This is an optimization exercise on Yosys and OpenROAD, whose aim is small area and a short achievable clock period, not a production implementation.
At most, simulation tests tie the RTL to the original design; equivalence was not proved.
Only the layout flow was run in runs 1 and 5; the RTL was not checked for function there.
No activity file was given, so power comes from the tool's default toggle rates.

[design/flow/flow/run.sh]
#!/bin/bash
# The standard ORFS flow with three changes: synthesis leaves adders to ABC
# (no full/half-adder cell extraction), ports are buffered with buf_1, and
# timing repair aims at a setup slack margin of 19 ns. make's output goes to
# standard.log; each tool's own log is under orfs/logs.
bash standard.sh ADDER_MAP_FILE= SETUP_SLACK_MARGIN=19 "BUFFER_PORTS_ARGS=-buffer_cell sky130_fd_sc_hd__buf_1" finish > standard.log 2>&1
[design/flow/standard.sh]
#!/bin/bash
# synth_recipe.tcl (not shown) runs the flow's synth.tcl, then flattens the netlist and writes it again
# the make line also repeats each setting of config.mk as NAME=value (left out here)
make -C /OpenROAD-flow-scripts/flow DESIGN_CONFIG=/design/flow/config.mk WORK_HOME=/design/flow/orfs CLKGATE_MAP_FILE= SYNTH_SCRIPT=/design/flow/synth_recipe.tcl "${@:-finish}"
[design/flow/config.mk]
export PLATFORM = sky130hd
export DESIGN_NAME = execStage
export DESIGN_NICKNAME = execStage
export VERILOG_FILES = /design/flow/design.v
export SDC_FILE = /design/flow/constraint.sdc
export NUM_CORES = 4
export LEC_CHECK = 0
export ABC_AREA = 1
export CAP_MARGIN = 20
export CORE_MARGIN = 2
export CORE_UTILIZATION = 40
export PLACE_DENSITY = 0.6
export SLEW_MARGIN = 20
[design/flow/constraint.sdc]
create_clock -name core_clock -period 32.0 [get_ports {clk}]
set_input_delay 6.4000 -clock core_clock [delete_from_list [all_inputs] [get_ports {clk}]]
set_output_delay 6.4000 -clock core_clock [all_outputs]
set_load 0.01 [all_outputs]
[design/flow/design.v]
package execPkg;
    localparam int DataWidth = 16;    
    localparam int AddrWidth = 16;    
    localparam int ShiftBits = 4;     
    typedef enum logic [5:0] {
        OpLw1  = 6'd0,     
        OpLw2  = 6'd1,     
        OpLw3  = 6'd2,     
        OpSw1  = 6'd3,     
        OpSw2  = 6'd4,     
        OpMov  = 6'd5,
        OpAdd  = 6'd6,
        OpSub  = 6'd7,
        OpMul  = 6'd8,
        OpDiv  = 6'd9,
        OpAnd  = 6'd10,
        OpOr   = 6'd11,
        OpShl  = 6'd12,
        OpShr  = 6'd13,
        OpCmp  = 6'd14,    
        OpNot  = 6'd15,
        OpJr   = 6'd16,    
        OpJpc  = 6'd17,    
        OpBrfl = 6'd18,    
        OpCall = 6'd19,
        OpRet  = 6'd20,
        OpNop  = 6'd21
    } opcodeE;
    typedef enum logic [1:0] {
        CondAlways = 2'd0,
        CondLess   = 2'd1,
        CondEqual  = 2'd2
    } condE;
endpackage
`timescale 1ns/1ps
import execPkg::*;
module controlDecoder (
    input  logic [5:0] opcode,
    output logic       regWrite,
    output logic       memRead,
    output logic       memWrite,
    output logic       isBranch,     
    output logic       isJpc,
    output logic       isBrfl,
    output logic       stackPush,
    output logic       stackPop,
    output logic       isCompare,
    output logic       isDiv,
    output logic       illegal
);
    always_comb begin
        regWrite  = 1'b0;
        memRead   = 1'b0;
        memWrite  = 1'b0;
        isBranch  = 1'b0;
        isJpc     = 1'b0;
        isBrfl    = 1'b0;
        stackPush = 1'b0;
        stackPop  = 1'b0;
        isCompare = 1'b0;
        isDiv     = 1'b0;
        illegal   = 1'b0;
        case (opcode)
            6'd0, 6'd1: begin
                regWrite = 1'b1;
                memRead  = 1'b1;
            end
            6'd2, 6'd5, 6'd6, 6'd7, 6'd8, 6'd10, 6'd11, 6'd12, 6'd13, 6'd15:
                regWrite = 1'b1;
            6'd9: begin
                regWrite = 1'b1;
                isDiv    = 1'b1;
            end
            6'd3, 6'd4: memWrite  = 1'b1;
            6'd14:      isCompare = 1'b1;
            6'd16:      isBranch  = 1'b1;
            6'd17:      isJpc     = 1'b1;
            6'd18:      isBrfl    = 1'b1;
            6'd19: begin
                regWrite  = 1'b1;
                isBranch  = 1'b1;
                stackPush = 1'b1;
            end
            6'd20: begin
                isBranch = 1'b1;
                stackPop = 1'b1;
            end
            6'd21: ;
            default: illegal = 1'b1;
        endcase
    end
endmodule
`timescale 1ns/1ps
import execPkg::*;
module aluCore (
    input  logic [5:0]  opcode,
    input  logic [15:0] operandA,
    input  logic [15:0] operandB,
    input  logic [15:0] immediate,
    input  logic [15:0] pc,
    input  logic [15:0] stackTop,
    output logic [15:0] dataResult,
    output logic [15:0] addrResult,
    output logic [15:0] divB3,        
    output logic        cmpEqual,
    output logic        cmpLess
);
    assign divB3 = operandB + {operandB[14:0], 1'b0};
    logic [7:0] quotHi;
    logic [7:0] rem [0:4];
    assign rem[0] = '0;
    for (genvar k = 0; k < 4; k++) begin : gDiv
        localparam int W = 2*k + 2;
        logic [W-1:0] t, r;
        if (k == 0) begin : gT0
            assign t = operandA[15:14];
        end else begin : gTn
            assign t = {rem[k][W-3:0], operandA[15-2*k:14-2*k]};
        end
        divStep4 #(.W(W)) uStep (.t(t), .b(operandB), .b3(divB3), .q(quotHi[7-2*k:6-2*k]), .r(r));
        assign rem[k+1] = 8'(r);
    end
    logic        isShl, isShr;
    logic [15:0] aRev, mulA, mulB, product, productRev, shiftOneHot;
    assign isShl = (opcode == 6'd12);
    assign isShr = (opcode == 6'd13);
    assign shiftOneHot = 16'd1 << operandB[3:0];
    for (genvar b = 0; b < 16; b++) begin : gRev
        assign aRev[b]       = operandA[15-b];
        assign productRev[b] = product[15-b];
    end
    assign mulA = isShr ? aRev : operandA;
    assign mulB = (isShl || isShr) ? shiftOneHot : operandB;
    mulLow16 uMul (.a(mulA), .b(mulB), .p(product));
    logic opMem1, opAdd, opSub, opCall, opJpc;
    assign opMem1 = (opcode == 6'd0) || (opcode == 6'd3);
    assign opAdd  = (opcode == 6'd6);
    assign opSub  = (opcode == 6'd7) || (opcode == 6'd14);
    assign opCall = (opcode == 6'd19);
    assign opJpc  = (opcode == 6'd17);
    logic [15:0] addX, addY;
    logic [16:0] sum;
    assign addX = (opCall || opJpc) ? pc : operandA;
    always_comb begin
        if (opAdd)                    addY = operandB;
        else if (opSub)               addY = ~operandB;
        else if (opMem1 || opJpc)     addY = immediate;
        else                          addY = '0;
    end
    assign sum = {1'b0, addX} + {1'b0, addY} + 17'(opSub || opCall);
    assign cmpLess  = ~sum[16];
    assign cmpEqual = (sum[15:0] == '0);
    always_comb begin
        case (opcode)
            6'd0, 6'd1, 6'd3, 6'd4, 6'd6, 6'd7, 6'd19:
                           dataResult = sum[15:0];
            6'd2:          dataResult = immediate;
            6'd8, 6'd12:   dataResult = product;
            6'd9:          dataResult = {quotHi, rem[4]};
            6'd10:         dataResult = operandA & operandB;
            6'd11:         dataResult = operandA | operandB;
            6'd13:         dataResult = productRev;
            6'd15:         dataResult = ~operandA;
            default:       dataResult = operandB;     
        endcase
    end
    always_comb begin
        case (opcode)
            6'd17:         addrResult = sum[15:0];    
            6'd18:         addrResult = immediate;    
            6'd20:         addrResult = stackTop;     
            6'd16, 6'd19:  addrResult = operandA;     
            default:       addrResult = operandB;     
        endcase
    end
endmodule
module divTail (
    input  logic [7:0]  quotHi,
    input  logic [7:0]  remIn,       
    input  logic [7:0]  aLow,        
    input  logic [15:0] b,
    input  logic [15:0] b3,
    output logic [15:0] quot
);
    logic [15:0] rem [0:4];
    assign rem[0] = 16'(remIn);
    assign quot[15:8] = quotHi;
    for (genvar k = 0; k < 4; k++) begin : gDiv
        localparam int W = 2*k + 10;
        logic [W-1:0] t, r;
        assign t = {rem[k][W-3:0], aLow[7-2*k:6-2*k]};
        divStep4 #(.W(W)) uStep (.t(t), .b(b), .b3(b3), .q(quot[7-2*k:6-2*k]), .r(r));
        assign rem[k+1] = 16'(r);
    end
endmodule
module divStep4 #(parameter int W = 2) (
    input  logic [W-1:0] t,
    input  logic [15:0]  b,
    input  logic [15:0]  b3,
    output logic [1:0]   q,
    output logic [W-1:0] r
);
    logic [W-1:0] d1, d2, d3;
    logic         o1, o2, o3;      
    logic         z1, z2, z3;      
    logic         c1, c2, c3;      
    logic [W-1:0] b2;
    assign b2 = {b[W-2:0], 1'b0};
    subBorrow #(.W(W)) uS1 (.t(t), .y(b[W-1:0]),  .d(d1), .borrow(o1));
    subBorrow #(.W(W)) uS2 (.t(t), .y(b2),        .d(d2), .borrow(o2));
    subBorrow #(.W(W)) uS3 (.t(t), .y(b3[W-1:0]), .d(d3), .borrow(o3));
    if (W == 16) begin : gZ16
        assign z1 = 1'b1;
    end else begin : gZn
        assign z1 = ~|b[15:W];
    end
    assign z2 = ~|b[15:W-1];
    assign z3 = (b <= 16'(((1 << W) - 1) / 3));    
    assign c1 = z1 & ~o1;
    assign c2 = z2 & ~o2;
    assign c3 = z3 & ~o3;
    assign q[1] = c2;
    assign q[0] = c3 | (c1 & ~c2);
    assign r = c3 ? d3 : c2 ? d2 : c1 ? d1 : t;
endmodule
module subBorrow #(parameter int W = 4) (
    input  logic [W-1:0] t,
    input  logic [W-1:0] y,
    output logic [W-1:0] d,
    output logic         borrow
);
    localparam int L = (W <= 1) ? 1 : $clog2(W);
    logic [W-1:0] yn, g, a, c;
    logic [W-1:0] gl [0:L];
    logic [W-1:0] al [0:L];
    assign yn = ~y;
    assign g = t & yn;
    assign a = t | yn;
    assign gl[0] = {g[W-1:1], a[0]};
    assign al[0] = a;
    for (genvar l = 0; l < L; l++) begin : gL
        for (genvar i = 0; i < W; i++) begin : gI
            localparam int J = ((i >> l) << l) - 1;
            if (((i >> l) & 1) == 1) begin : gC
                assign gl[l+1][i] = gl[l][i] | (al[l][i] & gl[l][J]);
                assign al[l+1][i] = al[l][i] & al[l][J];
            end else begin : gP
                assign gl[l+1][i] = gl[l][i];
                assign al[l+1][i] = al[l][i];
            end
        end
    end
    if (W == 1) begin : gC1
        assign c = 1'b1;
    end else begin : gCn
        assign c = {gl[L][W-2:0], 1'b1};
    end
    assign borrow = ~gl[L][W-1];
    assign d = (t ^ c) ^ yn;
endmodule
module mulLow16 (
    input  logic [15:0] a,
    input  logic [15:0] b,
    output logic [15:0] p
);
    logic [7:0]  neg, one, two;
    logic [16:0] bx;
    logic [16:0] ax;
    assign bx = {b, 1'b0};
    assign ax = {a, 1'b0};
    for (genvar j = 0; j < 8; j++) begin : gEnc
        assign neg[j] = bx[2*j+2];
        assign one[j] = bx[2*j+1] ^ bx[2*j];
        assign two[j] = (bx[2*j+2] & ~bx[2*j+1] & ~bx[2*j]) | (~bx[2*j+2] & bx[2*j+1] & bx[2*j]);
    end
    logic [15:0] pp0;
    for (genvar i = 0; i < 16; i++) begin : gPp0
        assign pp0[i] = ((one[0] & ax[i+1]) | (two[0] & ax[i])) ^ neg[0];
    end
    logic [13:0] pp1;
    for (genvar i = 0; i < 14; i++) begin : gPp1
        assign pp1[i] = ((one[1] & ax[i+1]) | (two[1] & ax[i])) ^ neg[1];
    end
    logic [11:0] pp2;
    for (genvar i = 0; i < 12; i++) begin : gPp2
        assign pp2[i] = ((one[2] & ax[i+1]) | (two[2] & ax[i])) ^ neg[2];
    end
    logic [9:0] pp3;
    for (genvar i = 0; i < 10; i++) begin : gPp3
        assign pp3[i] = ((one[3] & ax[i+1]) | (two[3] & ax[i])) ^ neg[3];
    end
    logic [7:0] pp4;
    for (genvar i = 0; i < 8; i++) begin : gPp4
        assign pp4[i] = ((one[4] & ax[i+1]) | (two[4] & ax[i])) ^ neg[4];
    end
    logic [5:0] pp5;
    for (genvar i = 0; i < 6; i++) begin : gPp5
        assign pp5[i] = ((one[5] & ax[i+1]) | (two[5] & ax[i])) ^ neg[5];
    end
    logic [3:0] pp6;
    for (genvar i = 0; i < 4; i++) begin : gPp6
        assign pp6[i] = ((one[6] & ax[i+1]) | (two[6] & ax[i])) ^ neg[6];
    end
    logic [1:0] pp7;
    for (genvar i = 0; i < 2; i++) begin : gPp7
        assign pp7[i] = ((one[7] & ax[i+1]) | (two[7] & ax[i])) ^ neg[7];
    end
    logic [15:0] x, y;
    logic w1, w2, w3, w4, w5, w6, w7, w8, w9, w10, w11, w12, w13, w14, w15, w16, w17, w18, w19, w20, w21, w22, w23, w24, w25, w26, w27, w28, w29, w30, w31, w32, w33, w34, w35, w36, w37, w38, w39, w40, w41, w42, w43, w44, w45, w46, w47, w48, w49, w50, w51, w52, w53, w54, w55, w56, w57, w58, w59, w60, w61, w62, w63, w64, w65, w66, w67, w68, w69, w70, w71, w72, w73, w74, w75, w76, w77, w78, w79, w80, w81, w82, w83, w84, w85, w86, w87, w88, w89, w90, w91, w92, w93, w94, w95, w96, w97, w98, w99, w100, w101, w102, w103, w104, w105;
    assign x[0] = neg[0];
    assign y[0] = pp0[0];
    assign x[1] = pp0[1];
    assign y[1] = 1'b0;
    assign w1 = neg[1] ^ pp0[2];
    assign w2 = neg[1] & pp0[2];
    assign x[2] = pp1[0];
    assign y[2] = w1;
    assign w3 = pp0[3] ^ pp1[1];
    assign w4 = pp0[3] & pp1[1];
    assign x[3] = w2;
    assign y[3] = w3;
    assign w5 = neg[2] ^ pp0[4] ^ pp1[2];
    assign w6 = (neg[2] & pp0[4]) | (pp1[2] & (neg[2] ^ pp0[4]));
    assign w7 = pp2[0] ^ w4;
    assign w8 = pp2[0] & w4;
    assign x[4] = w5;
    assign y[4] = w7;
    assign w9 = pp0[5] ^ pp1[3] ^ pp2[1];
    assign w10 = (pp0[5] & pp1[3]) | (pp2[1] & (pp0[5] ^ pp1[3]));
    assign w11 = w8 ^ w6;
    assign w12 = w8 & w6;
    assign x[5] = w9;
    assign y[5] = w11;
    assign w13 = neg[3] ^ pp0[6] ^ pp1[4];
    assign w14 = (neg[3] & pp0[6]) | (pp1[4] & (neg[3] ^ pp0[6]));
    assign w15 = pp2[2] ^ pp3[0] ^ w10;
    assign w16 = (pp2[2] & pp3[0]) | (w10 & (pp2[2] ^ pp3[0]));
    assign w17 = w13 ^ w12;
    assign w18 = w13 & w12;
    assign x[6] = w15;
    assign y[6] = w17;
    assign w19 = pp0[7] ^ pp1[5] ^ pp2[3];
    assign w20 = (pp0[7] & pp1[5]) | (pp2[3] & (pp0[7] ^ pp1[5]));
    assign w21 = pp3[1] ^ w14 ^ w19;
    assign w22 = (pp3[1] & w14) | (w19 & (pp3[1] ^ w14));
    assign w23 = w16 ^ w18;
    assign w24 = w16 & w18;
    assign x[7] = w21;
    assign y[7] = w23;
    assign w25 = neg[4] ^ pp0[8] ^ pp1[6];
    assign w26 = (neg[4] & pp0[8]) | (pp1[6] & (neg[4] ^ pp0[8]));
    assign w27 = pp2[4] ^ pp3[2] ^ pp4[0];
    assign w28 = (pp2[4] & pp3[2]) | (pp4[0] & (pp2[4] ^ pp3[2]));
    assign w29 = w20 ^ w25 ^ w27;
    assign w30 = (w20 & w25) | (w27 & (w20 ^ w25));
    assign w31 = w22 ^ w24;
    assign w32 = w22 & w24;
    assign x[8] = w29;
    assign y[8] = w31;
    assign w33 = pp0[9] ^ pp1[7] ^ pp2[5];
    assign w34 = (pp0[9] & pp1[7]) | (pp2[5] & (pp0[9] ^ pp1[7]));
    assign w35 = pp3[3] ^ pp4[1] ^ w26;
    assign w36 = (pp3[3] & pp4[1]) | (w26 & (pp3[3] ^ pp4[1]));
    assign w37 = w28 ^ w33 ^ w30;
    assign w38 = (w28 & w33) | (w30 & (w28 ^ w33));
    assign w39 = w35 ^ w32;
    assign w40 = w35 & w32;
    assign x[9] = w37;
    assign y[9] = w39;
    assign w41 = neg[5] ^ pp0[10] ^ pp1[8];
    assign w42 = (neg[5] & pp0[10]) | (pp1[8] & (neg[5] ^ pp0[10]));
    assign w43 = pp2[6] ^ pp3[4] ^ pp4[2];
    assign w44 = (pp2[6] & pp3[4]) | (pp4[2] & (pp2[6] ^ pp3[4]));
    assign w45 = pp5[0] ^ w34 ^ w41;
    assign w46 = (pp5[0] & w34) | (w41 & (pp5[0] ^ w34));
    assign w47 = w43 ^ w36 ^ w45;
    assign w48 = (w43 & w36) | (w45 & (w43 ^ w36));
    assign w49 = w38 ^ w40;
    assign w50 = w38 & w40;
    assign x[10] = w47;
    assign y[10] = w49;
    assign w51 = pp0[11] ^ pp1[9] ^ pp2[7];
    assign w52 = (pp0[11] & pp1[9]) | (pp2[7] & (pp0[11] ^ pp1[9]));
    assign w53 = pp3[5] ^ pp4[3] ^ pp5[1];
    assign w54 = (pp3[5] & pp4[3]) | (pp5[1] & (pp3[5] ^ pp4[3]));
    assign w55 = w42 ^ w44 ^ w51;
    assign w56 = (w42 & w44) | (w51 & (w42 ^ w44));
    assign w57 = w53 ^ w46 ^ w55;
    assign w58 = (w53 & w46) | (w55 & (w53 ^ w46));
    assign w59 = w48 ^ w57;
    assign w60 = w48 & w57;
    assign x[11] = w50;
    assign y[11] = w59;
    assign w61 = neg[6] ^ pp0[12] ^ pp1[10];
    assign w62 = (neg[6] & pp0[12]) | (pp1[10] & (neg[6] ^ pp0[12]));
    assign w63 = pp2[8] ^ pp3[6] ^ pp4[4];
    assign w64 = (pp2[8] & pp3[6]) | (pp4[4] & (pp2[8] ^ pp3[6]));
    assign w65 = pp5[2] ^ pp6[0] ^ w52;
    assign w66 = (pp5[2] & pp6[0]) | (w52 & (pp5[2] ^ pp6[0]));
    assign w67 = w54 ^ w61 ^ w63;
    assign w68 = (w54 & w61) | (w63 & (w54 ^ w61));
    assign w69 = w56 ^ w65 ^ w67;
    assign w70 = (w56 & w65) | (w67 & (w56 ^ w65));
    assign w71 = w58 ^ w69;
    assign w72 = w58 & w69;
    assign x[12] = w60;
    assign y[12] = w71;
    assign w73 = pp0[13] ^ pp1[11] ^ pp2[9];
    assign w74 = (pp0[13] & pp1[11]) | (pp2[9] & (pp0[13] ^ pp1[11]));
    assign w75 = pp3[7] ^ pp4[5] ^ pp5[3];
    assign w76 = (pp3[7] & pp4[5]) | (pp5[3] & (pp3[7] ^ pp4[5]));
    assign w77 = pp6[1] ^ w62 ^ w64;
    assign w78 = (pp6[1] & w62) | (w64 & (pp6[1] ^ w62));
    assign w79 = w73 ^ w75 ^ w66;
    assign w80 = (w73 & w75) | (w66 & (w73 ^ w75));
    assign w81 = w68 ^ w77 ^ w79;
    assign w82 = (w68 & w77) | (w79 & (w68 ^ w77));
    assign w83 = w70 ^ w72;
    assign w84 = w70 & w72;
    assign x[13] = w81;
    assign y[13] = w83;
    assign w85 = neg[7] ^ pp0[14] ^ pp1[12];
    assign w86 = (neg[7] & pp0[14]) | (pp1[12] & (neg[7] ^ pp0[14]));
    assign w87 = pp2[10] ^ pp3[8] ^ pp4[6];
    assign w88 = (pp2[10] & pp3[8]) | (pp4[6] & (pp2[10] ^ pp3[8]));
    assign w89 = pp5[4] ^ pp6[2] ^ pp7[0];
    assign w90 = (pp5[4] & pp6[2]) | (pp7[0] & (pp5[4] ^ pp6[2]));
    assign w91 = w74 ^ w76 ^ w85;
    assign w92 = (w74 & w76) | (w85 & (w74 ^ w76));
    assign w93 = w87 ^ w89 ^ w78;
    assign w94 = (w87 & w89) | (w78 & (w87 ^ w89));
    assign w95 = w91 ^ w80 ^ w93;
    assign w96 = (w91 & w80) | (w93 & (w91 ^ w80));
    assign w97 = w82 ^ w95;
    assign w98 = w82 & w95;
    assign x[14] = w84;
    assign y[14] = w97;
    assign w99 = pp0[15] ^ pp1[13] ^ pp2[11];
    assign w100 = pp3[9] ^ pp4[7] ^ pp5[5];
    assign w101 = pp6[3] ^ pp7[1] ^ w86;
    assign w102 = w88 ^ w90 ^ w100;
    assign w103 = w99 ^ w101 ^ w92;
    assign w104 = w102 ^ w94 ^ w103;
    assign w105 = w96 ^ w104;
    assign x[15] = w98;
    assign y[15] = w105;
    assign p = x + y;
endmodule
`timescale 1ns/1ps
import execPkg::*;
module commitStage (
    input  logic        clk,
    input  logic        rstN,
    input  logic        inValid,
    input  logic        regWrite,
    input  logic        memRead,
    input  logic        memWrite,
    input  logic        isBranch,
    input  logic        isJpc,
    input  logic        isBrfl,
    input  logic        stackPush,
    input  logic        stackPop,
    input  logic        isCompare,
    input  logic        isDiv,
    input  logic        illegal,
    input  logic [15:0] dataResult,
    input  logic [15:0] addrResult,
    input  logic [15:0] divB3,
    input  logic [7:0]  divALow,
    input  logic        cmpEqual,
    input  logic        cmpLess,
    output logic        outValid,
    output logic        regWriteEn,
    output logic        writeFromMem,
    output logic [15:0] writeData,
    output logic        memReadEn,
    output logic        memWriteEn,
    output logic [15:0] memAddr,
    output logic [15:0] memWriteData,
    output logic        branchTaken,
    output logic [15:0] branchTarget,
    output logic        pushReturn,
    output logic        popReturn,
    output logic        illegalOp
);
    logic        flagEqual;
    logic        flagLess;
    logic [15:0] dataQ;
    logic [15:0] addrQ;
    logic [15:0] b3Q;
    logic [7:0]  aLowQ;
    logic        isDivQ;
    logic        memReadQ;
    always_ff @(posedge clk) begin
        if (!rstN) begin
            flagEqual   <= 1'b0;
            flagLess    <= 1'b0;
            outValid    <= 1'b0;
            regWriteEn  <= 1'b0;
            memReadQ    <= 1'b0;
            memWriteEn  <= 1'b0;
            branchTaken <= 1'b0;
            pushReturn  <= 1'b0;
            popReturn   <= 1'b0;
            illegalOp   <= 1'b0;
        end else begin
            if (inValid && isCompare) begin
                flagEqual <= cmpEqual;
                flagLess  <= cmpLess;
            end
            outValid    <= inValid;
            regWriteEn  <= inValid && regWrite;
            memReadQ    <= inValid && memRead;
            memWriteEn  <= inValid && memWrite;
            branchTaken <= inValid && (isBranch || (isJpc && flagLess) || (isBrfl && flagEqual));
            pushReturn  <= inValid && stackPush;
            popReturn   <= inValid && stackPop;
            illegalOp   <= inValid && illegal;
        end
    end
    always_ff @(posedge clk) begin
        dataQ  <= dataResult;
        addrQ  <= addrResult;
        b3Q    <= divB3;
        aLowQ  <= divALow;
        isDivQ <= isDiv;
    end
    logic [15:0] quot;
    divTail divTail_i (
        .quotHi(dataQ[15:8]), .remIn(dataQ[7:0]), .aLow(aLowQ),
        .b(addrQ), .b3(b3Q), .quot(quot)
    );
    assign memReadEn    = memReadQ;
    assign writeFromMem = memReadQ;
    assign writeData    = isDivQ ? quot : dataQ;
    assign memAddr      = dataQ;
    assign memWriteData = addrQ;
    assign branchTarget = addrQ;
endmodule
`timescale 1ns/1ps
import execPkg::*;
module execStage (
    input  logic                 clk,
    input  logic                 rstN,
    input  logic                 inValid,
    input  execPkg::opcodeE               opcode,
    input  logic [execPkg::DataWidth-1:0] operandA,
    input  logic [execPkg::DataWidth-1:0] operandB,
    input  logic [execPkg::DataWidth-1:0] immediate,
    input  logic [execPkg::AddrWidth-1:0] pc,
    input  logic [execPkg::AddrWidth-1:0] stackTop,
    output logic                 outValid,
    output logic                 regWriteEn,
    output logic                 writeFromMem,
    output logic [execPkg::DataWidth-1:0] writeData,
    output logic                 memReadEn,
    output logic                 memWriteEn,
    output logic [execPkg::AddrWidth-1:0] memAddr,
    output logic [execPkg::DataWidth-1:0] memWriteData,
    output logic                 branchTaken,
    output logic [execPkg::AddrWidth-1:0] branchTarget,
    output logic                 pushReturn,
    output logic                 popReturn,
    output logic                 illegalOp
);
    logic        regWrite, memRead, memWrite, isBranch, isJpc, isBrfl;
    logic        stackPush, stackPop, isCompare, isDiv, illegal;
    logic [15:0] divB3;
    logic [15:0] dataResult, addrResult;
    logic        cmpEqual, cmpLess;
    controlDecoder controlDecoder_i (
        .opcode(opcode), .regWrite(regWrite), .memRead(memRead), .memWrite(memWrite),
        .isBranch(isBranch), .isJpc(isJpc), .isBrfl(isBrfl),
        .stackPush(stackPush), .stackPop(stackPop),
        .isCompare(isCompare), .isDiv(isDiv), .illegal(illegal)
    );
    aluCore aluCore_i (
        .opcode(opcode), .operandA(operandA), .operandB(operandB),
        .immediate(immediate), .pc(pc), .stackTop(stackTop),
        .dataResult(dataResult), .addrResult(addrResult), .divB3(divB3),
        .cmpEqual(cmpEqual), .cmpLess(cmpLess)
    );
    commitStage commitStage_i (
        .clk(clk), .rstN(rstN), .inValid(inValid),
        .regWrite(regWrite), .memRead(memRead), .memWrite(memWrite),
        .isBranch(isBranch), .isJpc(isJpc), .isBrfl(isBrfl),
        .stackPush(stackPush), .stackPop(stackPop),
        .isCompare(isCompare), .isDiv(isDiv), .illegal(illegal),
        .dataResult(dataResult), .addrResult(addrResult),
        .divB3(divB3), .divALow(operandA[7:0]),
        .cmpEqual(cmpEqual), .cmpLess(cmpLess),
        .outValid(outValid), .regWriteEn(regWriteEn), .writeFromMem(writeFromMem),
        .writeData(writeData), .memReadEn(memReadEn), .memWriteEn(memWriteEn),
        .memAddr(memAddr), .memWriteData(memWriteData), .branchTaken(branchTaken),
        .branchTarget(branchTarget), .pushReturn(pushReturn), .popReturn(popReturn),
        .illegalOp(illegalOp)
    );
endmodule
==> results of run 1 <==
[area by class of cell]
type | instances | area (µm²) | share of cell area [%]
sequential | 67 | 1380 | 6.92
clock inverter | 7 | 108 | 0.539
multi-input combinational | 2835 | 14700 | 73.7
timing repair buffer | 226 | 1110 | 5.57
tap | 600 | 751 | 3.76
clock buffer | 9 | 225 | 1.13
antenna | 3 | 7.51 | 0.0376
inverter | 432 | 1660 | 8.31
[power by group through the flow]
stage | combinational [mW] | clock, mW | sequential, mW
after detailed placement | 0.795 | 0 | 0.114
after global placement | 0.797 | 0 | 0.114
after floorplan | 0.578 | 0 | 0.105
after CTS | 0.801 | 0.113 | 0.112
after global routing | 0.907 | 0.117 | 0.114
final | 0.826 | 0.112 | 0.114
[Yosys cell counts, drive strengths merged, types with 23 or more instances]
cell / instances / area share (%)
o22ai: 77 / 2.6
buf: 82 / 3.1
o211ai: 23 / 1.0
nor2: 315 / 6.9
dfxtp: 67 / 7.3
inv: 419 / 8.6
a21oi: 146 / 4.5
nand3: 357 / 10
xnor2: 53 / 2.6
clkbuf: 44 / 0.91
or2: 38 / 1.3
o21ai: 158 / 4.5
nand2: 1254 / 27
xor2: 208 / 10
nand4: 32 / 1.1
[layout by cell type, fill, tap and decap left out, types with 46 or more instances in the layout]
cell	netlist	layout
a21oi_1	132	130
buf_1	3	161
buf_4	37	62
dfxtp_1	67	46
inv_1	380	374
nand2_1	1170	1161
nand2_2	73	77
nand3_1	335	334
nor2_1	292	288
o21ai_0	135	133
o22ai_1	77	77
xnor2_1	52	52
xor2_1	208	208
[metal layers]
metal  vias up  track usage [%]  wire length (µm)
met3       299             5.12              7730
li1      11426                -                 -
met4         4             20.1              5500
met5         -                0                21
met1     10346             40.9             31400
met2      1232             49.7             33000
[logic make-up (layout without fill, tap and decap cells)]
kind of cell	Yosys count	after routing	share of synthesized area, %
buf+inv	558	674	12.9
simple gates	2042	2042	48.6
mux	1	1	0.0616
fa+ha+maj	8	8	0.445
flops	67	67	7.34
compound gates	523	523	18.1
other cells	0	3	0
xor+xnor	261	261	12.6
[critical path, delay by kind of cell (launching register included)]
kind	cells	cell delay [ps]
simple gates	36	3980
buf+inv	8	850
flops	1	390
compound gates	3	550
[final timing paths]
check | slack, ps | end | cells past startpoint
worst max-delay path | 19420 | writeData[0] | 47
worst min-delay path | 470 | commitStage_i.flagEqual | 2
worst max register to register | 31220 | commitStage_i.branchTaken | 4
worst min register to register | 470 | commitStage_i.flagEqual | 2
[state kept, by name, summed over array words and instances (netlist names)]
| name | cells |
|---|---|
| commitStage_i.pushReturn | 1 |
| commitStage_i.flagEqual | 1 |
| commitStage_i.addrQ | 16 |
| commitStage_i.memWriteEn | 1 |
| commitStage_i.memReadQ | 1 |
| commitStage_i.isDivQ | 1 |
| commitStage_i.dataQ | 16 |
| commitStage_i.flagLess | 1 |
| commitStage_i.branchTaken | 1 |
| commitStage_i.regWriteEn | 1 |
| commitStage_i.aLowQ | 8 |
| commitStage_i.popReturn | 1 |
| commitStage_i.illegalOp | 1 |
| commitStage_i.b3Q | 16 |
| commitStage_i.outValid | 1 |
[per-stage QoR]
stage	cell area, µm²	hold WS (ps)	setup WS, ps	power (mW)
CTS	19500	465	19010	1.03
floorplan	18300	442	21040	0.683
global placement	19100	458	18620	0.910
detailed placement	19100	457	18450	0.909
finish	20000	466	19420	1.05
global route	20000	511	18910	1.14
[timing repair]
action	CTS	global route
gates resized for setup	13	67
pin swaps	3	8
setup endpoints to repair	3	7
setup buffers	3	32
cloned	0	0
==> flow_summary.toml, run 1 <==
[status]
status = "complete, no violations"

[timing]
setup_viol = 0
finalHoldViolations = 0
max_freq_mhz = 79.5
rsz0062_at_grt = "true"
fin_crit_sh_pct = 39.3
worst-slew-pin-transition_ps = 947
slew_violations = 0
min_period_ps = 12580
tns_ps = 0
relSlewSlack_pct = 36.2
finClkSkew_ps = 3.70

[power_and_ir_drop]
power_density_nw_per_um2 = 52.6
p_sw_mw = 0.631
p_seq_share_pct = 10.8
combPwrFrac_pct = 78.5
clockPowerShare_pct = 10.7
vdd_ir_drop_max_mv = 0.0811
intPower_mw = 0.421
p_leak_nw = 10.5
swShare_pct = 60.0

[clocking]
cts_max_level = 3
hold_buffers = 0
clock_path_buffers = 2
cts_root_buf = "clkbuf_16"
cts_buffers = 9
clock_sinks = 67
tritoncts = "yes"
clock_latency_ps = 370
path_clk_slew_ps = 60

[run]
maxCapViolCount = 0

[setup_path]
required_ps = 25600
crit_arrival_ps = 6180
crit_start = "commitStage_i.addrQ[5]"
endpoint_kind = "output pin"
critPathKind = "reg2out"
worst_path_most_repeated_cell = "nand2_1"
startpoint_type = "flop"
rr_startpoint = "commitStage_i.flagEqual"
cp_slowest_cell = "dfxtp_1"
crit_path_max_incr_delay_ps = 390
cp_max_fo = 15

[drt]
drt_wl_total_mm = 77.7
first_iter_violations = 2481
route.detailed.drc = 0
wl_per_cell_um = 18.6
vias_per_cell = 5.58
first_pass_iters = 8
via_count = 23307
route.antenna.remaining_nets = 0

[hold_path]
min_from = "commitStage_i.flagEqual"
hold_class = "reg2reg"

[global_routing]
antenna_found_initial = 6
grt_max_degree = 42
grt_pass1_vias = 20740
grt_usage_pct = 31.9
grt_first_pass_wirelength_mm = 117
overflow = 0

[finish]
drive_gt1_share_pct = 9.96
fin_util_pct = 44.2
fill_cells = 5118
syn_to_final_growth_pct = 9.33
nNetsFinal = 3660
layout.cells.non_filler = 4179

[synth]
synth_area_um2 = 18300
syn_nets = 3549
syn_area_per_cell_um2 = 5.28
yosysSeqAreaShare_pct = 7.34
ys.flop_type = "dfxtp_1"
synth_seq_cells = 67
yosys_warnings = 30
synth-edff-count = 0
synth_cell_types = 73
async_flop_share_pct = 0
syn_inst = 3460

[die]
fp.dieArea_um2 = 47400
die_y_um = 218
die_x_um = 218
core.rowCount = 78
pin_count = 162
start_util_pct = 40.4
core_region_area_um2 = 45200

[placed_design]
gp_congestion = 1.07
dp.final_hpwl_mm = 61.4
dpl.cell_count = 4125
io_buffers = 161
==> run 2, diff against run 1 <==
--- a/design/flow/design.v
+++ b/design/flow/design.v
@@ -230,5 +230,5 @@
     output logic         borrow
 );
-    localparam int L = (W <= 1) ? 1 : $clog2(W);
+    localparam int L = (W <= 2) ? 1 : (W <= 4) ? 2 : (W <= 8) ? 3 : (W <= 16) ? 4 : 5;
     logic [W-1:0] yn, g, a, c;
     logic [W-1:0] gl [0:L];
==> design/flow/flow/run.sh (replaced) <==
#!/bin/bash
# The standard ORFS flow with three changes: synthesis leaves adders to ABC
# (no full/half-adder cell extraction), ports are buffered with buf_2, and
# timing repair aims at a setup slack margin of 19 ns. make's output goes to
# standard.log; each tool's own log is under orfs/logs.
bash standard.sh ADDER_MAP_FILE= SETUP_SLACK_MARGIN=19 "BUFFER_PORTS_ARGS=-buffer_cell sky130_fd_sc_hd__buf_2" finish > standard.log 2>&1
==> flow_summary.toml, run 2 <==
[timing]
min_period_ps = 12540
finClkSkew_ps = 4.31
fin_crit_sh_pct = 39.2
worst-slew-pin-transition_ps = 990
setup_viol = 0
rsz0062_at_grt = "true"
whs_ps = 472
max_freq_mhz = 79.7
tns_ps = 0
finalHoldViolations = 0
relSlewSlack_pct = 33.7
slew_violations = 0

[die]
fp.dieArea_um2 = 47400
die_y_um = 218
core.rowCount = 78
pin_count = 162
start_util_pct = 40.4
die_x_um = 218
core_region_area_um2 = 45200

[drt]
via_count = 23201
route.antenna.remaining_nets = 0
route.detailed.drc = 0
drt_wl_total_mm = 79.0
vias_per_cell = 5.57
wl_per_cell_um = 19.0
first_pass_iters = 6
first_iter_violations = 2527

[finish]
final_common_cell = "nand2_1"
drive_gt1_share_pct = 14.0
syn_to_final_growth_pct = 9.92
reg_top3 = "commitStage_i.addrQ x16, commitStage_i.b3Q x16, commitStage_i.dataQ x16"
mostFrequentLayoutCells = "nand2_1 (1158), inv_1 (376), nand3_1 (335)"
nNetsFinal = 3646
regArea_um2 = 1380
multiInputGateArea_um2 = 14700
fill_cells = 5106
fin_util_pct = 44.4

[run]
maxCapViolCount = 0

[power_and_ir_drop]
swShare_pct = 59.9
vdd_ir_drop_max_mv = 0.0657
combPwrFrac_pct = 78.5
power_density_nw_per_um2 = 52.6
p_sw_mw = 0.632
intPower_mw = 0.424
p_seq_share_pct = 10.8
clockPowerShare_pct = 10.7
p_leak_nw = 10.8

[setup_path]
crit_arrival_ps = 6140
crit_path_max_incr_delay_ps = 370
rr_startpoint = "commitStage_i.flagEqual"
regToRegSetupSlack_ps = 31200
r2r_cells = 4
worst_r2r_endpoint = "commitStage_i.branchTaken"
cp_slowest_cell = "dfxtp_1"
required_ps = 25600
endpoint_kind = "output pin"
worst_path_most_repeated_cell = "nand2_1"
startpoint_type = "flop"
critPathKind = "reg2out"
cp_max_fo = 15

[clocking]
cts_buffers = 9
cts_max_level = 3
tritoncts = "yes"
clock_sinks = 67
clock_latency_ps = 360
path_clk_slew_ps = 60
cts_root_buf = "clkbuf_16"
clock_path_buffers = 2
hold_buffers = 0

[synth]
synthTopCellsByArea = "nand2_1 (24%), xor2_1 (10%), nand3_1 (9.2%)"
synth_seq_cells = 67
synth_area_um2 = 18300
yosys_warnings = 30
synth_cell_types = 73
synth-edff-count = 0
async_flop_share_pct = 0
syn_inst = 3460
synth.most_common_cell = "nand2_1"
yosys-top-cells-count = "nand2_1 (1170), inv_1 (380), nand3_1 (335), nor2_1 (292), xor2_1 (208)"
ys.flop_type = "dfxtp_1"
yosysSeqAreaShare_pct = 7.34
yosysTopAreaCellShare_pct = 24.0
syn_nets = 3549
yosys.area.top_type = "nand2_1"
syn_area_per_cell_um2 = 5.28

[placed_design]
dp.final_hpwl_mm = 62.5
gp_congestion = 1.06
io_buffers = 161

[hold_path]
min_path_cells = 2
min_delay_worst_endpoint = "commitStage_i.flagLess"
hold_class = "reg2reg"
min_from = "commitStage_i.flagLess"

[global_routing]
grt_usage_pct = 32.4
antenna_found_initial = 3
grt_max_degree = 30
overflow = 0
grt_pass1_vias = 20538
grt_first_pass_wirelength_mm = 119

[status]
status = "complete, no violations"
-- run 2: changes by cell type in the layout (fill, tap and decap cells not counted), sizes merged --
cell,change
clkinv,+1
inv,-1
nand2,+2
buf,-16
-- run 2: through the flow --
stage                     power [mW]  instances  setup WS, ps  area [µm²]
after global placement         0.917       4118         18460       19300
after global routing            1.15       4162         18940       20100
after floorplan                0.683       3460         21040       18300
after detailed placement       0.913       4118         18450       19300
after CTS                       1.03       4137         19010       19700
final                           1.06       4165         19460       20100
-- run 2: kinds of logic after synthesis --
family                   Yosys count  share of synthesized area, %
AO/OA/AOI/OAI                    523                          18.1
XOR/XNOR                         261                          12.6
adder cells (fa/ha/maj)            8                         0.445
buffers and inverters            558                          12.9
flip-flops                        67                          7.34
multiplexers                       1                        0.0616
AND/OR/NAND/NOR                 2042                          48.6
-- run 2: power by group through the flow --
stage / Combinational (mW) / Clock [mW] / Sequential, mW
finish: 0.829 / 0.112 / 0.114
global route: 0.912 / 0.118 / 0.115
CTS: 0.804 / 0.114 / 0.113
detailed placement: 0.799 / 0 / 0.115
global placement: 0.802 / 0 / 0.115
floorplan: 0.578 / 0 / 0.105
-- run 2: cell type report --
cell class                      count  share of cell area, %
Timing Repair Buffer              210                   6.14
Multi-Input combinational cell   2837                   73.3
Tap cell                          600                   3.74
Sequential cell                    67                   6.88
Clock buffer                        9                   1.12
Inverter                          432                   8.23
Antenna cell                        3                 0.0374
Clock inverter                      7                  0.536
-- run 2: critical path: cells and delay by family (launching register included) --
family | cells | cell delay (ps)
AO/OA/AOI/OAI | 1 | 120
buffers and inverters | 8 | 960
flip-flops | 1 | 370
AND/OR/NAND/NOR | 41 | 4340
-- run 2: metal layers --
| metal | share of wire [%] | vias to the layer above | GRT usage (%) |
|---|---|---|---|
| met5 | 0 | - | 0 |
| met2 | 43 | 1256 | 50.8 |
| met1 | 41 | 10300 | 42.1 |
| li1 | - | 11382 | - |
| met3 | 9.6 | 263 | 4.27 |
| met4 | 6.9 | 0 | 19.9 |
-- run 2: repair_timing --
item | CTS | global route
cloned | 0 | 2
endpoints found under the setup margin | 4 | 5
pin swaps | 3 | 12
buffers inserted | 3 | 23
gates resized for setup | 13 | 60
-- run 2: worst max path at each step --
stage                       startpoint      endpoint  slack, ps  depth (start not counted)
2_1_floorplan   commitStage_i.addrQ[2]  writeData[1]      21040                         46
6_report        commitStage_i.addrQ[5]  writeData[0]      19460                         50
4_1_cts         commitStage_i.addrQ[5]  writeData[0]      19010                         47
5_1_grt         commitStage_i.addrQ[5]  writeData[0]      18940                         48
3_5_place_dp   commitStage_i.addrQ[14]  writeData[0]      18450                         42
3_3_place_gp   commitStage_i.addrQ[14]  writeData[0]      18460                         42
==> run 3, diff against run 2 <==
==> design/flow/flow/run.sh (replaced) <==
#!/bin/bash
# The standard ORFS flow with four changes:
#  - synthesis (flow/my_synth.tcl, the standard flow's own synthesis script otherwise) maps
#    with ABC script flow/abc.script;
#  - synthesis leaves adders to ABC (no full/half-adder cell extraction);
#  - ports are buffered with buf_2;
#  - timing repair aims at a setup slack margin of 19 ns.
# make's output goes to standard.log; each tool's own log is under orfs/logs.
HERE=$(pwd)
export MY_ABC_SCRIPT=$HERE/flow/abc.script
bash standard.sh SYNTH_SCRIPT=$HERE/flow/my_synth.tcl ADDER_MAP_FILE= SETUP_SLACK_MARGIN=19 "BUFFER_PORTS_ARGS=-buffer_cell sky130_fd_sc_hd__buf_2" finish > standard.log 2>&1
==> design/flow/flow/abc.script (new file) <==
strash
dch
map -D 5000
topo
stime -c
buffer -c
upsize -c -D 5000
dnsize -c -D 5000
==> design/flow/flow/my_synth.tcl (new file) <==
# The standard synthesis (synth_recipe.tcl) with one change: ABC maps with
# the script named by MY_ABC_SCRIPT instead of ORFS's abc_area/abc_speed.
proc synth {args} { yosys synth -nofsm -noshare {*}$args }
set f [open $::env(SCRIPTS_DIR)/synth.tcl]
set src [read $f]
close $f
set hook {source $::env(SCRIPTS_DIR)/synth_preamble.tcl}
set n [string first $hook $src]
if { $n < 0 } { error "synth.tcl no longer sources synth_preamble.tcl" }
set src [string replace $src $n [expr { $n + [string length $hook] - 1 }] \
  "$hook\nset abc_args \[lreplace \$abc_args 1 1 \$::env(MY_ABC_SCRIPT)\]\nputs \"abc args: \$abc_args\""]
eval $src
# left out here: clear keep_hierarchy, flatten, clean up, hide names made inside functions, write 1_2_yosys.v
==> flow_summary.toml, run 3 <==
[status]
status = "complete, no violations"

[drt]
wl_per_cell_um = 22.3
first_iter_violations = 2642
route.detailed.drc = 0
vias_per_cell = 5.96
drt_wl_total_mm = 84.4
first_pass_iters = 8
via_count = 22570
route.antenna.remaining_nets = 0

[timing]
worst-slew-pin-transition_ps = 1220
relSlewSlack_pct = 17.7
fin_crit_sh_pct = 41.8
finalHoldViolations = 0
min_period_ps = 13380
setup_viol = 0
slew_violations = 0
tns_ps = 0
max_freq_mhz = 74.8
rsz0062_at_grt = "true"
setup_ws_ps = 18620
finClkSkew_ps = 0.0881

[synth]
yosysSeqAreaShare_pct = 7.96
yosys.area.top_type = "nand2_1"
synthTopCellsByArea = "nand2_1 (13%), nor2_1 (11%), xor2_1 (11%)"
async_flop_share_pct = 0
syn_area_per_cell_um2 = 5.74
yosys-top-cells-count = "nand2_1 (590), nor2_1 (503), inv_1 (312), xor2_1 (207), a21oi_1 (161)"
syn_inst = 2935
synth_cell_types = 94
synth-edff-count = 0
yosysTopAreaCellShare_pct = 13.1
ys.flop_type = "dfxtp_1"
synth_seq_cells = 67
synth_area_um2 = 16900
yosys_warnings = 30
synth.most_common_cell = "nand2_1"
syn_nets = 3024

[run]
maxCapViolCount = 0

[power_and_ir_drop]
power_density_nw_per_um2 = 53.2
p_leak_nw = 9.87
vdd_ir_drop_max_mv = 0.0494

[setup_path]
crit_arrival_ps = 6980
crit_path_max_incr_delay_ps = 390
cp_top_family = "simple AND/OR/NAND/NOR gates"
cp_slowest_cell = "dfxtp_1"
cp_max_fo = 10
endpoint_kind = "output pin"
required_ps = 25600
critPathKind = "reg2out"
startpoint_type = "flop"
regToRegSetupSlack_ps = 31360
cp.buffers_inverters = 3

[finish]
fin_util_pct = 51.0
drive_gt1_share_pct = 26.4
n_antenna_cell = 0
fill_cells = 4338
mostFrequentLayoutCells = "nand2_1 (540), nor2_1 (460), inv_1 (295)"
final_common_cell = "nand2_1"
syn_to_final_growth_pct = 26.4
layout.cells.non_filler = 3786
nNetsFinal = 3331
reg_top3 = "commitStage_i.addrQ x16, commitStage_i.b3Q x16, commitStage_i.dataQ x16"

[global_routing]
antenna_found_initial = 3
grt_first_pass_wirelength_mm = 121
grt_max_degree = 42
grt_pass1_vias = 20666
grt_usage_pct = 36.2
overflow = 0

[clocking]
clock_sinks = 67
path_clk_slew_ps = 60
tritoncts = "yes"
cts_root_buf = "clkbuf_16"
clock_latency_ps = 350
clock_path_buffers = 2
cts_max_level = 3
cts_buffers = 9

[die]
die_y_um = 209
fp.dieArea_um2 = 43800
start_util_pct = 40.4
core_region_area_um2 = 41800
die_x_um = 209
pin_count = 162
core.rowCount = 75

[placed_design]
io_buffers = 161
dpl.cell_count = 3541
pre_cts_ws_ps = 17250
gp_congestion = 1.04
dp.final_hpwl_mm = 62.3

[hold_path]
hold_class = "reg2reg"
[run 3: changes by cell type after synthesis, moves of 29 or more]
| cell | delta |
|---|---|
| a22oi_1 | +40 |
| inv_1 | -68 |
| nand2_2 | -48 |
| nand2_1 | -580 |
| a21oi_1 | +29 |
| nand3_1 | -255 |
| nor2_1 | +211 |
[run 3: per-stage QoR]
step | total power [mW] | instance area, µm² | hold WS (ps)
final | 1.13 | 21300 | 475
after global routing | 1.20 | 21300 | 501
after detailed placement | 0.864 | 17700 | 459
after CTS | 1.04 | 19900 | 468
after floorplan | 0.655 | 16900 | 443
after global placement | 0.858 | 17700 | 461
[run 3: worst paths after layout]
kind	from	to	depth (start not counted)
setup / recovery	commitStage_i.addrQ[14]	writeData[1]	41
hold / removal	commitStage_i.flagLess	commitStage_i.flagLess	2
setup reg to reg	commitStage_i.flagLess	commitStage_i.branchTaken	2
hold reg to reg	commitStage_i.flagLess	commitStage_i.flagLess	2
[run 3: where the power goes]
group	internal, mW	switching (mW)
Clock	0.0604	0.0435
Sequential	0.0942	0.0214
Combinational	0.335	0.579
[run 3: layout make-up]
type | count | area (µm²) | share of cell area, %
tap | 539 | 674 | 3.17
clock inverter | 6 | 66.3 | 0.311
inverter | 368 | 1510 | 7.11
clock buffer | 10 | 229 | 1.07
timing repair buffer | 406 | 2850 | 13.4
sequential | 67 | 1410 | 6.60
multi-input combinational | 2390 | 14600 | 68.4
[run 3: logic make-up after synthesis]
family | count (synthesis) | share of synthesized area [%]
buffers and inverters | 490 | 13.2
XOR/XNOR | 275 | 14.3
flip-flops | 67 | 7.96
AO/OA/AOI/OAI | 725 | 29.4
AND/OR/NAND/NOR | 1368 | 34.5
multiplexers | 1 | 0.0668
adder cells (fa/ha/maj) | 9 | 0.535
[run 3: repair_timing]
item                                    CTS  global route
pin swaps                                86           106
resized for setup                       225           157
endpoints found under the setup margin   13            16
cloned                                   10             3
endpoints found under the hold margin     0             0
hold buffers                              0             0
buffers inserted                        123            93
[run 3: routing by layer]
| layer | vias to the layer above | track usage [%] | wire, µm | part of all wire [%] |
|---|---|---|---|---|
| li1 | 10415 | - | - | - |
| met1 | 10354 | 42.7 | 31500 | 37 |
| met5 | - | 0 | 14 | 0.017 |
| met4 | 2 | 25.2 | 6860 | 8.1 |
| met3 | 367 | 4.97 | 7760 | 9.2 |
| met2 | 1432 | 60.8 | 38200 | 45 |
[run 3: worst min-delay path: stages, from the launching register on]
cell and delay [ps]:
dfxtp_1 310, nand2_1 60, a21oi_1 60
==> run 4, diff against run 3 <==
==> design/flow/flow/abc.script (replaced) <==
strash
dch
map -D 4500
topo
stime -c
buffer -c
upsize -c -D 4500
dnsize -c -D 4500
==> flow_summary.toml, run 4 <==
[drt]
first_iter_violations = 2210
via_count = 22335
first_pass_iters = 6
vias_per_cell = 5.94
wl_per_cell_um = 22.5
route.detailed.drc = 0
drt_wl_total_mm = 84.6
route.antenna.remaining_nets = 0

[synth]
yosysTopAreaCellShare_pct = 14.3
async_flop_share_pct = 0
synthTopCellsByArea = "nand2_1 (14%), nor2_1 (11%), xor2_1 (9.8%)"
synth_cell_types = 92
synth_seq_cells = 67
ys.flop_type = "dfxtp_1"
syn_inst = 3016
synth.most_common_cell = "nand2_1"
yosys.area.top_type = "nand2_1"
yosys_warnings = 30
syn_area_per_cell_um2 = 5.61
yosysSeqAreaShare_pct = 7.93
syn_nets = 3105
yosys-top-cells-count = "nand2_1 (644), nor2_1 (487), inv_1 (322), xor2_1 (190), a21oi_1 (167)"
synth-edff-count = 0
synth_area_um2 = 16900

[hold_path]
hold_class = "reg2reg"

[placed_design]
gp_congestion = 1.09
dp.final_hpwl_mm = 65.9
pre_cts_ws_ps = 16670
dpl.cell_count = 3625
io_buffers = 161

[global_routing]
grt_usage_pct = 37.3
grt_max_degree = 42
antenna_found_initial = 1
met1_usage_pct = 43.6
use_met2_pct = 63.5
met3_usage_pct = 5.40
overflow = 0
grt_busiest_layer = "met2"
grt_pass1_vias = 21016
grt_first_pass_wirelength_mm = 125

[timing]
relSlewSlack_pct = 26.6
finClkSkew_ps = 4.89
max_freq_mhz = 74.8
setup_viol = 0
worst-slew-pin-transition_ps = 1100
setup_ws_ps = 18640
slew_violations = 0
finalHoldViolations = 0
fin_crit_sh_pct = 41.8
min_period_ps = 13360
tns_ps = 0
rsz0062_at_grt = "true"
whs_ps = 468

[power_and_ir_drop]
vdd_ir_drop_max_mv = 0.0727
power_density_nw_per_um2 = 52.0
p_leak_nw = 9.47

[setup_path]
cp_top_family = "compound AO/OA/AOI/OAI gates"
required_ps = 25600
worst_path_most_repeated_cell = "nand2_2"
startpoint_type = "flop"
cp_max_fo = 7
cp_slowest_cell = "a311o_1"
crit_arrival_ps = 6960
crit_path_max_incr_delay_ps = 400
cp.buffers_inverters = 7
critPathKind = "reg2out"
endpoint_kind = "output pin"

[clocking]
clock_path_buffers = 2
cts_max_level = 3
clock_latency_ps = 350
clock_sinks = 67
cts_buffers = 9
tritoncts = "yes"
cts_root_buf = "clkbuf_16"
path_clk_slew_ps = 60

[die]
core.rowCount = 75
die_y_um = 210
core_region_area_um2 = 41900
die_x_um = 210
pin_count = 162
start_util_pct = 40.4
fp.dieArea_um2 = 43900

[finish]
drive_gt1_share_pct = 21.0
layout.cells.non_filler = 3760
mostFrequentLayoutCells = "nand2_1 (625), nor2_1 (435), inv_1 (311)"
nNetsFinal = 3304
final_common_cell = "nand2_1"
reg_top3 = "commitStage_i.addrQ x16, commitStage_i.b3Q x16, commitStage_i.dataQ x16"
syn_to_final_growth_pct = 20.4

[run]
maxCapViolCount = 0

[status]
status = "complete, no violations"
run 4: tightest hold or removal path: cells and delay by family, from the launching register on:
kind,cells,cell delay [ps]
compound gates,1,60
simple gates,1,60
flops,1,310
run 4: cells by family (layout without fill, tap and decap cells):
kind of cell / count (synthesis) / in the layout / synth area share, %
multiplexers: 1 / 1 / 0.0666
adder cells (fa/ha/maj): 8 / 8 / 0.474
AND/OR/NAND/NOR: 1467 / 1470 / 37.1
AO/OA/AOI/OAI: 727 / 728 / 29.1
other: 0 / 1 / 0
XOR/XNOR: 257 / 257 / 13.3
buffers and inverters: 489 / 689 / 12.1
flip-flops: 67 / 67 / 7.93
run 4: worst paths after layout:
path	startpoint	endpoint	slack, ps	depth (start not counted)
min	commitStage_i.flagEqual	commitStage_i.flagEqual	470	2
max reg2reg	commitStage_i.flagLess	commitStage_i.branchTaken	31300	2
min reg2reg	commitStage_i.flagEqual	commitStage_i.flagEqual	470	2
max	commitStage_i.aLowQ[7]	writeData[1]	18640	44
run 4: area by class of cell:
| class | instances | area, µm² |
|---|---|---|
| Sequential cell | 67 | 1380 |
| Clock buffer | 10 | 239 |
| Timing Repair Buffer | 306 | 2040 |
| Fill cell | 4539 | 21500 |
| Tap cell | 539 | 674 |
| Inverter | 367 | 1460 |
| Antenna cell | 1 | 2.50 |
| Multi-Input combinational cell | 2464 | 14500 |
| Clock inverter | 6 | 65.1 |
run 4: repair_timing:
| action | in CTS | in global routing |
|---|---|---|
| hold buffers | 0 | 0 |
| setup buffers | 86 | 25 |
| endpoints found under the setup margin | 15 | 16 |
| gates cloned | 7 | 0 |
| gates resized for setup | 203 | 87 |
| pin swaps | 59 | 43 |
run 4: layer usage:
metal  part of all wire [%]  routed length [µm]
met1                     38               32200
met2                     46               39300
met3                    8.2                6970
met4                    7.3                6150
met5                      0                   0
run 4: power breakdown:
group	switching, mW	leakage, nW	internal [mW]
sequential	0.0191	0.564	0.0935
clock	0.0425	0.148	0.0624
combinational	0.539	8.75	0.301
run 4: metrics by stage:
step,power [mW],cell area [µm²],utilization (%)
6_report,1.06,20400,48.6
5_1_grt,1.13,20300,48.6
4_1_cts,1.02,19800,47.4
3_5_place_dp,0.853,18000,43.0
3_3_place_gp,0.847,18000,43.0
2_1_floorplan,0.652,16900,-
==> run 5, diff against run 4 <==
--- a/design/flow/design.v
+++ b/design/flow/design.v
@@ -151,27 +151,37 @@
     assign cmpLess  = ~sum[16];
     assign cmpEqual = (sum[15:0] == '0);
+    logic [3:0]  logicTable;
+    logic [15:0] logicResult;
     always_comb begin
         case (opcode)
-            6'd0, 6'd1, 6'd3, 6'd4, 6'd6, 6'd7, 6'd19:
-                           dataResult = sum[15:0];
-            6'd2:          dataResult = immediate;
-            6'd8, 6'd12:   dataResult = product;
-            6'd9:          dataResult = {quotHi, rem[4]};
-            6'd10:         dataResult = operandA & operandB;
-            6'd11:         dataResult = operandA | operandB;
-            6'd13:         dataResult = productRev;
-            6'd15:         dataResult = ~operandA;
-            default:       dataResult = operandB;     
+            6'd5:    logicTable = 4'b1010;     
+            6'd10:   logicTable = 4'b1000;     
+            6'd11:   logicTable = 4'b1110;     
+            6'd15:   logicTable = 4'b0011;     
+            default: logicTable = 4'b0000;
         endcase
     end
-    always_comb begin
-        case (opcode)
-            6'd17:         addrResult = sum[15:0];    
-            6'd18:         addrResult = immediate;    
-            6'd20:         addrResult = stackTop;     
-            6'd16, 6'd19:  addrResult = operandA;     
-            default:       addrResult = operandB;     
-        endcase
+    for (genvar b = 0; b < 16; b++) begin : gLogic
+        assign logicResult[b] = logicTable[{operandA[b], operandB[b]}];
     end
+    logic selSum, selImm, selProd, selProdRev, isDivOp;
+    assign selSum     = (opcode == 6'd0) || (opcode == 6'd1) || (opcode == 6'd3) || (opcode == 6'd4) ||
+                        (opcode == 6'd6) || (opcode == 6'd7) || (opcode == 6'd19);
+    assign selImm     = (opcode == 6'd2);
+    assign selProd    = (opcode == 6'd8) || (opcode == 6'd12);
+    assign selProdRev = (opcode == 6'd13);
+    assign isDivOp    = (opcode == 6'd9);
+    logic [15:0] otherResult;
+    assign otherResult = ({16{selSum}} & sum[15:0]) | ({16{selImm}} & immediate) |
+                         ({16{selProd}} & product) | ({16{selProdRev}} & productRev) | logicResult;
+    assign dataResult = isDivOp ? {quotHi, rem[4]} : otherResult;
+    logic selB, selA, selSum2, selImm2, selStack;
+    assign selB     = (opcode == 6'd3) || (opcode == 6'd4) || (opcode == 6'd9);
+    assign selA     = (opcode == 6'd16) || (opcode == 6'd19);
+    assign selSum2  = (opcode == 6'd17);
+    assign selImm2  = (opcode == 6'd18);
+    assign selStack = (opcode == 6'd20);
+    assign addrResult = ({16{selB}} & operandB) | ({16{selA}} & operandA) | ({16{selSum2}} & sum[15:0]) |
+                        ({16{selImm2}} & immediate) | ({16{selStack}} & stackTop);
 endmodule
 module divTail (
==> design/flow/flow/run.sh (replaced) <==
#!/bin/bash
# The standard ORFS flow with three changes: synthesis leaves adders to ABC
# (no full/half-adder cell extraction), ports are buffered with buf_2, and
# timing repair aims at a setup slack margin of 19 ns. make's output goes to
# standard.log; each tool's own log is under orfs/logs.
bash standard.sh ADDER_MAP_FILE= SETUP_SLACK_MARGIN=19 "BUFFER_PORTS_ARGS=-buffer_cell sky130_fd_sc_hd__buf_2" finish > standard.log 2>&1
--- a/design/flow/config.mk
+++ b/design/flow/config.mk
@@ -9,5 +9,5 @@
 export CAP_MARGIN = 20
 export CORE_MARGIN = 2
-export CORE_UTILIZATION = 40
-export PLACE_DENSITY = 0.6
+export CORE_UTILIZATION = 55
+export PLACE_DENSITY = 0.7
 export SLEW_MARGIN = 20
removed: design/flow/flow/abc.script
removed: design/flow/flow/my_synth.tcl
==> flow_summary.toml, run 5 <==
[global_routing]
grt_first_pass_wirelength_mm = 114
grt_max_degree = 39
grt_usage_pct = 42.6
grt_pass1_vias = 21146
overflow = 0
antenna_found_initial = 3

[clocking]
clock_latency_ps = 350
clock_sinks = 67
tritoncts = "yes"
cts_buffers = 9
cts_root_buf = "clkbuf_16"
cts_max_level = 3
path_clk_slew_ps = 80
clock_path_buffers = 2

[setup_path]
worst_path_most_repeated_cell = "nand2_1"
crit_path_max_incr_delay_ps = 450
startpoint_type = "flop"
required_ps = 25600
cp_slowest_cell = "dfxtp_4"
crit_arrival_ps = 6270
critPathKind = "reg2out"
cp_max_fo = 20
r2r_cells = 4
endpoint_kind = "output pin"

[finish]
final_common_cell = "nand2_1"
n_antenna_cell = 0
syn_to_final_growth_pct = 8.37
mostFrequentLayoutCells = "nand2_1 (1142), inv_1 (349), nand3_1 (338)"
reg_top3 = "commitStage_i.addrQ x16, commitStage_i.b3Q x16, commitStage_i.dataQ x16"
nNetsFinal = 3615
drive_gt1_share_pct = 15.0

[drt]
drt_wl_total_mm = 75.7
via_count = 23676
first_iter_violations = 2583
route.antenna.remaining_nets = 0
wl_per_cell_um = 19.1
first_pass_iters = 7
vias_per_cell = 5.96
route.detailed.drc = 0

[synth]
synth_area_um2 = 18200
yosysTopAreaCellShare_pct = 23.6
synthTopCellsByArea = "nand2_1 (24%), xor2_1 (10%), nand3_1 (9.3%)"
synth.most_common_cell = "nand2_1"
syn_inst = 3437
syn_nets = 3526
async_flop_share_pct = 0
yosysSeqAreaShare_pct = 7.37
synth_seq_cells = 67
yosys-top-cells-count = "nand2_1 (1147), inv_1 (359), nand3_1 (340), nor2_1 (280), xor2_1 (209)"
synth_cell_types = 61
ys.flop_type = "dfxtp_1"
synth-edff-count = 0
yosys.area.top_type = "nand2_1"
yosys_warnings = 30
syn_area_per_cell_um2 = 5.30

[die]
die_x_um = 186
die_y_um = 186
fp.dieArea_um2 = 34600
core.rowCount = 66
core_region_area_um2 = 32500
start_util_pct = 56.0
pin_count = 162

[timing]
rsz0062_at_grt = "true"
finalHoldViolations = 0
finClkSkew_ps = 0.680
setup_viol = 0
fin_crit_sh_pct = 39.6
min_period_ps = 12670
max_freq_mhz = 78.9
relSlewSlack_pct = 25.3
slew_violations = 0
worst-slew-pin-transition_ps = 1120
whs_ps = 475
tns_ps = 0

[placed_design]
io_buffers = 161
gp_congestion = 1.02
dp.final_hpwl_mm = 59.6

[power_and_ir_drop]
power_density_nw_per_um2 = 94.7
p_leak_nw = 10.8
vdd_ir_drop_max_mv = 0.0934

[run]
maxCapViolCount = 0

[hold_path]
hold_class = "reg2reg"
min_path_cells = 2

[status]
status = "complete, no violations"
run 5: critical path: cells and delay by family (launching register included):
kind	cells	cell delay [ps]
flops	1	450
buf+inv	7	910
compound gates	7	1250
simple gates	31	3260
run 5: cells by family (layout without fill, tap and decap cells):
kind of cell             Yosys count  in the layout  share of synthesized area (%)
adder cells (fa/ha/maj)            8              8                          0.447
flip-flops                        67             67                           7.37
AND/OR/NAND/NOR                 2016           2016                           48.6
AO/OA/AOI/OAI                    524            524                           17.7
buffers and inverters            556            650                           13.1
XOR/XNOR                         266            266                           12.8
run 5: worst paths after layout:
| path | startpoint | endpoint | slack [ps] |
|---|---|---|---|
| min | commitStage_i.flagEqual | commitStage_i.flagEqual | 480 |
| max reg2reg | commitStage_i.flagLess | commitStage_i.branchTaken | 31230 |
| max | commitStage_i.dataQ[1] | writeData[1] | 19330 |
| min reg2reg | commitStage_i.flagEqual | commitStage_i.flagEqual | 480 |
run 5: what timing repair did:
action	in CTS	in global routing
setup endpoints to repair	2	6
pin swaps	2	9
endpoints found under the hold margin	0	0
buffers inserted	2	29
hold buffers	0	0
resized for setup	18	65
run 5: cell type report:
| cell class | count | area (µm²) |
|---|---|---|
| fillers | 3341 | 12800 |
| flip-flops and latches | 67 | 1390 |
| clock inverters | 7 | 100 |
| well taps | 442 | 553 |
| repair buffers | 209 | 1210 |
| inverters | 425 | 1640 |
| clock buffers | 9 | 225 |
| multi-input cells | 2814 | 14600 |
run 5: stage by stage:
stage	util (%)	power [mW]	setup slack (ps)	instances	cell area (µm²)
floorplan	-	1.31	21020	3437	18200
global placement	58.1	1.63	18710	3926	18900
detailed placement	58.1	1.66	18590	3926	18900
CTS	59.3	1.78	19010	3944	19300
global route	60.6	2.04	18920	3973	19700
finish	60.6	1.87	19330	3973	19700
run 5: per-layer routing:
| metal | vias up | global-route usage [%] | wire (µm) |
|---|---|---|---|
| met5 | - | 0 | 28 |
| met4 | 4 | 33.1 | 6640 |
| met3 | 397 | 6.26 | 7870 |
| met2 | 1493 | 69.3 | 33600 |
| met1 | 10549 | 50.4 | 27600 |
| li1 | 11233 | - | - |
run 5: power breakdown:
part | internal (mW) | leakage [nW] | switching [mW]
sequential | 0.0931 | 0.562 | 0.0182
combinational | 0.528 | 10.1 | 1.12
clock | 0.0688 | 0.160 | 0.0433

-- re-timing with driven ports --
Ports are ideal in the flow. The routed layouts listed here were re-timed in OpenROAD. Step 1, drivers: a clkbuf_16 drives clk and a buf_2 each remaining input, both assumed. Step 2 times the ports against the registers' clock, not the clock port: input delays grow and output delays shrink by t, the midpoint of the rising clock arrivals with the driver on. Three values: ideal ports, drivers, drivers and shift; two values: the first two.
| run | t (ns) | setup WS [ns] | worst setup path after step 2 | pins driven straight from the clock port |
|---|---|---|---|---|
| run 1 | 0.413 | 19.424 / 19.378 / 19.254 | input to register | 1 |
| run 2 | 0.407 | 19.459 / 19.411 / 19.170 | input to register | 1 |
| run 3 | 0.402 | 18.625 / 18.576 / 18.881 | input to register | 1 |
| run 4 | 0.405 | 18.635 / 18.586 / 18.962 | input to register | 1 |
| run 5 | 0.404 | 19.333 / 19.284 / 19.193 | input to register | 1 |
After both steps every run listed still meets setup and hold. For run 2, which loses most, drivers alone change the setup slack by -0.048 ns; drivers and shift together by -0.289 ns.
